Source: an optimization exercise on an open RTL-to-GDS flow (aim: small area). Production flows keep margins and buffers that such runs may drop.
Function was checked by simulation only, so behaviour that the tests miss may differ from the original.

==> inputs of job 6301 <==
==> flow/design.v <==
`default_nettype none
package pacmanPkg;
  localparam int hVisible = 640;
  localparam int hFront = 16;
  localparam int hSync = 96;
  localparam int hBack = 48;
  localparam int hTotal = hVisible + hFront + hSync + hBack;
  localparam int vVisible = 480;
  localparam int vFront = 10;
  localparam int vSync = 2;
  localparam int vBack = 33;
  localparam int vTotal = vVisible + vFront + vSync + vBack;
  localparam int posBits = 10;      
  localparam int cellShift = 4;
  localparam int gridBits = 5;
  localparam int gridMax = 27;      
  localparam int powerUpX0 = 2;
  localparam int powerUpX1 = 27;
  localparam int powerUpY0 = 4;
  localparam int powerUpY1 = 24;
  localparam int ghostCount = 3;
  localparam int rotBits = 2;
  localparam int aiBits = 4;
  localparam int ghostBits = 2 * gridBits + rotBits + aiBits;  
  localparam int regAddrBits = 6;
  localparam int regDataBits = 16;
  localparam int regGhostStride = 4;  
  localparam logic [regAddrBits-1:0] regGhostBase = 6'd8;
  localparam logic [regAddrBits-1:0] regFrameSync = 6'd32;
  localparam logic [regAddrBits-1:0] regPelletX = 6'd33;
  localparam logic [regAddrBits-1:0] regPelletY = 6'd34;
  localparam logic [regAddrBits-1:0] regPelletClear = 6'd35;
  localparam logic [regAddrBits-1:0] regPelletData = 6'd51;  
  localparam logic [aiBits-1:0] aiChase = 4'd0;
  localparam logic [aiBits-1:0] aiScatter = 4'd1;
  localparam logic [aiBits-1:0] aiFrightened = 4'd3;
  localparam logic [aiBits-1:0] aiRespawn = 4'd4;
  typedef logic [2:0] colorT;
  localparam colorT colBlack = 3'd0;   
  localparam colorT colBlue = 3'd1;
  localparam colorT colCyan = 3'd3;
  localparam colorT colRed = 3'd4;
  localparam colorT colPink = 3'd5;
  localparam colorT colPellet = 3'd6;  
  localparam colorT colWhite = 3'd7;
  typedef struct packed {
    logic [posBits-1:0] hPos;
    logic [posBits-1:0] vPos;
    logic displayOn;
  } pixelPosT;
  typedef struct packed {
    logic en;
    logic [regAddrBits-1:0] addr;
    logic [regDataBits-1:0] data;
  } regWriteT;
  typedef struct packed {
    logic [gridBits-1:0] x;
    logic [gridBits-1:0] y;
  } cellT;
  typedef struct packed {
    cellT pos;
    logic [rotBits-1:0] rot;
    logic [aiBits-1:0] ai;
  } ghostStateT;
endpackage
`default_nettype wire
`timescale 1ns/100ps
`default_nettype none
import pacmanPkg::*;
module gateAo22 (
  input  wire logic a1, a2, b1, b2,
  output logic y
);
  assign y = (a1 & a2) | (b1 & b2);
endmodule
module gateAoi22 (
  input  wire logic a1, a2, b1, b2,
  output logic y
);
  assign y = ~((a1 & a2) | (b1 & b2));
endmodule
module gateAoi222 (
  input  wire logic a1, a2, b1, b2, c1, c2,
  output logic y
);
  assign y = ~((a1 & a2) | (b1 & b2) | (c1 & c2));
endmodule
module gateNand3 (
  input  wire logic a, b, c,
  output logic y
);
  assign y = ~(a & b & c);
endmodule
module pelletReadPort #(
  parameter int n = 27
) (
  input  wire logic [n*n-1:0] bits,
  input  wire logic [n-1:0] col,
  input  wire logic [n-1:0] row,
  output logic [n-1:0] rowMiss
);
  localparam int g = n / 3;  
  logic [n*g-1:0] groupMiss;
  logic [n*3-1:0] partHit;
  for (genvar y = 0; y < n; y++) begin : gRow
    for (genvar k = 0; k < g; k++) begin : gGroup
      gateAoi222 u (
        .a1(col[3*k]), .a2(bits[y*n + 3*k]),
        .b1(col[3*k+1]), .b2(bits[y*n + 3*k+1]),
        .c1(col[3*k+2]), .c2(bits[y*n + 3*k+2]),
        .y(groupMiss[y*g + k])
      );
    end
    for (genvar k = 0; k < 3; k++) begin : gPart
      gateNand3 u (
        .a(groupMiss[y*g + 3*k]), .b(groupMiss[y*g + 3*k+1]), .c(groupMiss[y*g + 3*k+2]),
        .y(partHit[y*3 + k])
      );
    end
    gateAoi222 uRow (
      .a1(row[y]), .a2(partHit[y*3]),
      .b1(row[y]), .b2(partHit[y*3+1]),
      .c1(row[y]), .c2(partHit[y*3+2]),
      .y(rowMiss[y])
    );
  end
endmodule
module pelletStore (
  input  wire logic clk,
  input  wire logic rstN,
  input  wire logic [pacmanPkg::gridBits-1:0] pixX,
  input  wire logic [pacmanPkg::gridBits-1:0] pixY,
  input  wire logic [pacmanPkg::gridBits-1:0] curX,
  input  wire logic [pacmanPkg::gridBits-1:0] curY,
  input  wire logic pelletClear,
  output logic curEaten,
  output logic pixEaten
);
  localparam int n = gridMax;  
  logic [n*n-1:0] eaten;  
  logic [n*n-1:0] eatenNext;
  logic gridValid;
  logic [n-1:0] curRow, curCol, pixRow, pixCol, rowClr;
  logic [n-1:0] curRowMiss, pixRowMiss;
  always_comb begin
    for (int i = 0; i < n; i++) begin
      curRow[i] = (curY == gridBits'(i + 1));
      curCol[i] = (curX == gridBits'(i + 1));
      pixRow[i] = (pixY == gridBits'(i + 1));
      pixCol[i] = (pixX == gridBits'(i + 1));
      rowClr[i] = pelletClear & curRow[i];
    end
  end
  always_ff @(posedge clk or negedge rstN) begin
    if (!rstN) gridValid <= 1'b0;
    else gridValid <= 1'b1;
  end
  for (genvar y = 0; y < n; y++) begin : gCellRow
    for (genvar x = 0; x < n; x++) begin : gCell
      gateAo22 u (
        .a1(eaten[y*n + x]), .a2(gridValid),
        .b1(rowClr[y]), .b2(curCol[x]),
        .y(eatenNext[y*n + x])
      );
    end
  end
  always_ff @(posedge clk) begin
    eaten <= eatenNext;
  end
  pelletReadPort #(.n(n)) curPort (.bits(eaten), .col(curCol), .row(curRow), .rowMiss(curRowMiss));
  pelletReadPort #(.n(n)) pixPort (.bits(eaten), .col(pixCol), .row(pixRow), .rowMiss(pixRowMiss));
  assign curEaten = ~&curRowMiss;
  assign pixEaten = ~&pixRowMiss;
endmodule
`default_nettype wire
`timescale 1ns/100ps
`default_nettype none
import pacmanPkg::*;
module pacmanVideoTop (
  input  wire logic clk,
  input  wire logic rstN,
  input  wire pacmanPkg::regWriteT regWrite,
  input  wire logic [pacmanPkg::regAddrBits-1:0] regAddr,
  output logic [pacmanPkg::regDataBits-1:0] regRdata,
  output logic hsync,
  output logic vsync,
  output pacmanPkg::colorT rgb
);
  logic [posBits-1:0] hPos;
  logic [posBits-1:0] vPos;
  logic hEnd, vEnd, displayOn, frameStart;
  assign hEnd = hPos[9] & hPos[8] & hPos[4] & hPos[3] & hPos[2] & hPos[1] & hPos[0];  
  assign vEnd = vPos[9] & vPos[3] & vPos[2];  
  always_ff @(posedge clk or negedge rstN) begin
    if (!rstN) begin
      hPos <= '0;
      vPos <= '0;
    end else if (hEnd) begin
      hPos <= '0;
      vPos <= vEnd ? '0 : vPos + 1'b1;
    end else begin
      hPos <= hPos + 1'b1;
    end
  end
  always_comb begin
    displayOn = (hPos < hVisible) && (vPos < vVisible);
    hsync = !((hPos >= 656) && (hPos < 752));
    vsync = !((vPos >= 490) && (vPos < 492));
    frameStart = (hPos == '0) && (vPos == posBits'(vVisible));
  end
  localparam int nRegs = 14;
  logic [nRegs*regDataBits-1:0] regQ;  
  logic [nRegs-1:0] written;
  logic [nRegs-1:0] wrSel;
  logic [nRegs-1:0] rdSel;
  logic frameSync;
  logic pelletClear;
  logic selFrameSync, selPelletData;
  logic pelletHere, powerUpHere;
  function automatic logic [regAddrBits-1:0] addrOf(input int i);
    addrOf = (i < 12) ? regAddrBits'(8 + i) : regAddrBits'(33 + i - 12);
  endfunction
  always_comb begin
    for (int i = 0; i < nRegs; i++) begin
      wrSel[i] = regWrite.en && (regWrite.addr == addrOf(i));
      rdSel[i] = written[i] && (regAddr == addrOf(i));
    end
    selFrameSync = (regAddr == regFrameSync);
    selPelletData = (regAddr == regPelletData);
  end
  always_ff @(posedge clk) begin
    for (int i = 0; i < nRegs; i++) begin
      if (wrSel[i]) regQ[i*regDataBits +: regDataBits] <= regWrite.data;
    end
  end
  always_ff @(posedge clk or negedge rstN) begin
    if (!rstN) begin
      written <= '0;
      frameSync <= 1'b0;
      pelletClear <= 1'b0;
    end else begin
      written <= written | wrSel;
      if (frameStart) begin
        frameSync <= 1'b1;  
      end else if (regWrite.en && regWrite.addr == regFrameSync) begin
        frameSync <= regWrite.data[0];
      end
      pelletClear <= regWrite.en && (regWrite.addr == regPelletClear) && regWrite.data[0];
    end
  end
  localparam int maxTerms = 16;
  logic [regDataBits*maxTerms-1:0] termSel, termDat;
  logic [regDataBits*6-1:0] termMiss;  
  logic [regDataBits-1:0] rdNext;
  function automatic int termCount(input int b);
    termCount = (b == 0) ? 16 : (b == 1) ? 15 : 14;
  endfunction
  always_comb begin
    termSel = '0;
    termDat = '0;
    for (int b = 0; b < regDataBits; b++) begin
      for (int i = 0; i < nRegs; i++) begin
        termSel[b*maxTerms + i] = rdSel[i];
        termDat[b*maxTerms + i] = regQ[i*regDataBits + b];
      end
    end
    termSel[0*maxTerms + 14] = selFrameSync;
    termDat[0*maxTerms + 14] = frameSync;
    termSel[0*maxTerms + 15] = selPelletData;
    termDat[0*maxTerms + 15] = pelletHere;
    termSel[1*maxTerms + 14] = selPelletData;
    termDat[1*maxTerms + 14] = powerUpHere;
  end
  for (genvar b = 0; b < regDataBits; b++) begin : gRd
    localparam int nt = termCount(b);
    localparam int n3 = nt / 3;
    localparam int rem = nt % 3;
    for (genvar k = 0; k < n3; k++) begin : gAoi
      gateAoi222 u (
        .a1(termSel[b*maxTerms + 3*k]), .a2(termDat[b*maxTerms + 3*k]),
        .b1(termSel[b*maxTerms + 3*k+1]), .b2(termDat[b*maxTerms + 3*k+1]),
        .c1(termSel[b*maxTerms + 3*k+2]), .c2(termDat[b*maxTerms + 3*k+2]),
        .y(termMiss[b*6 + k])
      );
    end
    if (rem == 2) begin : gRem2
      gateAoi22 u (
        .a1(termSel[b*maxTerms + 3*n3]), .a2(termDat[b*maxTerms + 3*n3]),
        .b1(termSel[b*maxTerms + 3*n3+1]), .b2(termDat[b*maxTerms + 3*n3+1]),
        .y(termMiss[b*6 + n3])
      );
    end else if (rem == 1) begin : gRem1
      assign termMiss[b*6 + n3] = ~(termSel[b*maxTerms + 3*n3] & termDat[b*maxTerms + 3*n3]);
    end
    localparam int nm = n3 + (rem != 0 ? 1 : 0);
    if (nm < 6) begin : gPad
      assign termMiss[b*6 + nm +: 6 - nm] = '1;
    end
    assign rdNext[b] = ~&termMiss[b*6 +: 6];
  end
  always_ff @(posedge clk or negedge rstN) begin
    if (!rstN) regRdata <= '0;
    else regRdata <= rdNext;
  end
  logic [gridBits-1:0] pixX, pixY, curX, curY;
  logic curEaten, pixEaten;
  logic [cellShift-1:0] offX, offY;
  logic pixPower, inDot, pelletOn;
  function automatic logic isPlayable(input logic [gridBits-1:0] x, input logic [gridBits-1:0] y);
    isPlayable = (x >= 1) && (x <= gridMax) && (y >= 1) && (y <= gridMax);
  endfunction
  function automatic logic isPowerUpCell(input logic [gridBits-1:0] x, input logic [gridBits-1:0] y);
    isPowerUpCell = (x == powerUpX0 || x == powerUpX1) && (y == powerUpY0 || y == powerUpY1);
  endfunction
  assign pixX = hPos[cellShift +: gridBits];
  assign pixY = vPos[cellShift +: gridBits];
  assign curX = regQ[12*regDataBits +: gridBits] & {gridBits{written[12]}};
  assign curY = regQ[13*regDataBits +: gridBits] & {gridBits{written[13]}};
  pelletStore pellets0 (
    .clk, .rstN, .pixX, .pixY, .curX, .curY, .pelletClear,
    .curEaten, .pixEaten
  );
  always_comb begin
    pelletHere = isPlayable(curX, curY) & ~curEaten;
    powerUpHere = pelletHere & isPowerUpCell(curX, curY);
    offX = hPos[cellShift-1:0];
    offY = vPos[cellShift-1:0];
    pixPower = isPowerUpCell(pixX, pixY);
    if (pixPower) begin
      inDot = (offX >= 5) && (offX <= 10) && (offY >= 5) && (offY <= 10);
    end else begin
      inDot = (offX >= 7) && (offX <= 8) && (offY >= 7) && (offY <= 8);
    end
    pelletOn = !hPos[posBits-1] && !vPos[posBits-1] && isPlayable(pixX, pixY) && inDot && !pixEaten;
  end
  logic [ghostCount-1:0] inCell, rot0, frightened, respawn;
  logic eyeRot0, eyeRot1, inBody;
  logic [cellShift-1:0] eyeX1;
  logic [ghostCount*3-1:0] ghostColor;  
  function automatic logic [2:0] bodyColorOf(input int n);
    bodyColorOf = (n == 0) ? colRed : (n == 1) ? colPink : colCyan;
  endfunction
  always_comb begin
    eyeX1 = offX - 1'b1;
    eyeRot0 = (offY >= 4) && (offY <= 6) &&
              (((offX >= 3) && (offX <= 5)) || ((offX >= 10) && (offX <= 12)));
    eyeRot1 = (offY >= 4) && (offY <= 6) &&
              (((eyeX1 >= 3) && (eyeX1 <= 5)) || ((eyeX1 >= 10) && (eyeX1 <= 12)));
    inBody = (offY >= 2) && (offX >= 1) && (offX <= 14);
    for (int n = 0; n < ghostCount; n++) begin
      inCell[n] = !hPos[posBits-1] && !vPos[posBits-1] &&
                  (written[4*n+0] ? (pixX == regQ[(4*n+0)*regDataBits +: gridBits]) : (pixX == '0)) &&
                  (written[4*n+1] ? (pixY == regQ[(4*n+1)*regDataBits +: gridBits]) : (pixY == '0));
      rot0[n] = written[4*n+2] & regQ[(4*n+2)*regDataBits];
      frightened[n] = written[4*n+3] && (regQ[(4*n+3)*regDataBits +: aiBits] == aiFrightened);
      respawn[n] = written[4*n+3] && (regQ[(4*n+3)*regDataBits +: aiBits] == aiRespawn);
      if (!inCell[n]) begin
        ghostColor[n*3 +: 3] = colBlack;
      end else if (rot0[n] ? eyeRot1 : eyeRot0) begin
        ghostColor[n*3 +: 3] = colWhite;
      end else if (inBody) begin
        ghostColor[n*3 +: 3] = frightened[n] ? colBlue : respawn[n] ? colBlack : bodyColorOf(n);
      end else begin
        ghostColor[n*3 +: 3] = colBlack;
      end
    end
  end
  pacmanPkg::colorT mixed;
  always_comb begin
    mixed = pelletOn ? colPellet : colBlack;
    for (int n = ghostCount - 1; n >= 0; n--) begin
      if (ghostColor[n*3 +: 3] != colBlack) mixed = ghostColor[n*3 +: 3];
    end
    if (!displayOn) mixed = colBlack;
  end
  always_ff @(posedge clk or negedge rstN) begin
    if (!rstN) rgb <= colBlack;
    else rgb <= mixed;
  end
endmodule
`default_nettype wire
==> flow/run.sh <==
#!/bin/bash
# synth_recipe.tcl (not shown) runs the flow's synth.tcl, then flattens the netlist and writes it again
# the make line also repeats each setting of config.mk as NAME=value (left out here)
make -C /OpenROAD-flow-scripts/flow DESIGN_CONFIG=/design/flow/config.mk WORK_HOME=/design/flow/orfs CLKGATE_MAP_FILE= SYNTH_SCRIPT=/design/flow/synth_recipe.tcl finish
==> flow/config.mk <==
export PLATFORM = sky130hd
export DESIGN_NAME = pacmanVideoTop
export DESIGN_NICKNAME = pacmanVideoTop
export VERILOG_FILES = /design/flow/design.v
export SDC_FILE = /design/flow/constraint.sdc
export NUM_CORES = 4
export LEC_CHECK = 0
export CAP_MARGIN = 20
export CORE_MARGIN = 2
export CORE_UTILIZATION = 40
export SLEW_MARGIN = 20
export SYNTH_HIERARCHICAL = 1
==> flow/constraint.sdc <==
create_clock -name core_clock -period 10.0 [get_ports {clk}]
set_input_delay 2.0000 -clock core_clock [delete_from_list [all_inputs] [get_ports {clk}]]
set_output_delay 2.0000 -clock core_clock [all_outputs]
set_load 0.01 [all_outputs]
==> inputs of job 4724, as changes to job 6301 <==
--- a/flow/design.v
+++ b/flow/design.v
@@ -229,9 +229,19 @@
     selPelletData = (regAddr == regPelletData);
   end
-  always_ff @(posedge clk) begin
-    for (int i = 0; i < nRegs; i++) begin
-      if (wrSel[i]) regQ[i*regDataBits +: regDataBits] <= regWrite.data;
+  logic [nRegs-1:0] holdSel;
+  logic [nRegs*regDataBits-1:0] regD;
+  assign holdSel = ~wrSel;
+  for (genvar i = 0; i < nRegs; i++) begin : gReg
+    for (genvar b = 0; b < regDataBits; b++) begin : gBit
+      gateAo22 u (
+        .a1(regQ[i*regDataBits + b]), .a2(holdSel[i]),
+        .b1(regWrite.data[b]), .b2(wrSel[i]),
+        .y(regD[i*regDataBits + b])
+      );
     end
   end
+  always_ff @(posedge clk) begin
+    regQ <= regD;
+  end
   always_ff @(posedge clk or negedge rstN) begin
     if (!rstN) begin
==> flow/flow/run.sh (new file) <==
#!/bin/bash
# The standard layout with two changes: ports are buffered with the smallest
# buffer (buf_1; repair upsizes it where a net needs more), and clock tree
# synthesis inserts no dummy loads. Everything else, synthesis included, is
# the standard.sh unchanged.
set -euo pipefail
export BUFFER_PORTS_ARGS="-buffer_cell sky130_fd_sc_hd__buf_1"
export CTS_ARGS="-sink_clustering_enable -repair_clock_nets -sink_clustering_size 26 -sink_clustering_max_diameter 100 -dont_use_dummy_load"
bash standard.sh > standard.log 2>&1
==> flow/standard.sh (new file) <==
#!/bin/bash
# synth_recipe.tcl (not shown) runs the flow's synth.tcl, then flattens the netlist and writes it again
# the make line also repeats each setting of config.mk as NAME=value (left out here)
make -C /OpenROAD-flow-scripts/flow DESIGN_CONFIG=/design/flow/config.mk WORK_HOME=/design/flow/orfs CLKGATE_MAP_FILE= SYNTH_SCRIPT=/design/flow/synth_recipe.tcl "${@:-finish}"
removed: flow/run.sh
==> summary of the runs <==
- Of job 6301 and job 4724, job 6301 has the higher first-iteration DRC count (gap 1.7%, measured against job 4724).
- Against job 6301, the clock skew of job 4724 is higher by 0.050 ns.
- Sequential cell count is the same in job 4724 and job 6301.
- Against job 4724, the sequential share of layout area of job 6301 is higher by 1.5 points.
- Between job 6301 and job 4724, the lower cell count is in job 6301 (gap 1.5%, measured against job 4724).

==> static timing again, ports no longer ideal <==
In the flow no input, the clock included, has a driving cell. The finished layouts below were timed again as built, in two steps. Step 1, drivers: a clkbuf_16 drives clk and a buf_2 each remaining input, both assumed. Step 2 adds t to the input delays and takes it off the output delays; t is the mean of the earliest and latest rising clock arrival at the registers after step 1. Input paths then give back, and output paths get back, about the clock's delay inside the block. a / b / c = ideal ports / drivers / drivers and shift; a / b = the first two.
run | t (ns) | setup slack, ns | pins driven straight from the clock port
job 6301 | 0.768 | 4.878 / 4.878 / 4.878 | 1
job 4724 | 0.704 | 4.740 / 4.740 / 4.740 | 1
After both steps every run listed still meets setup and hold.
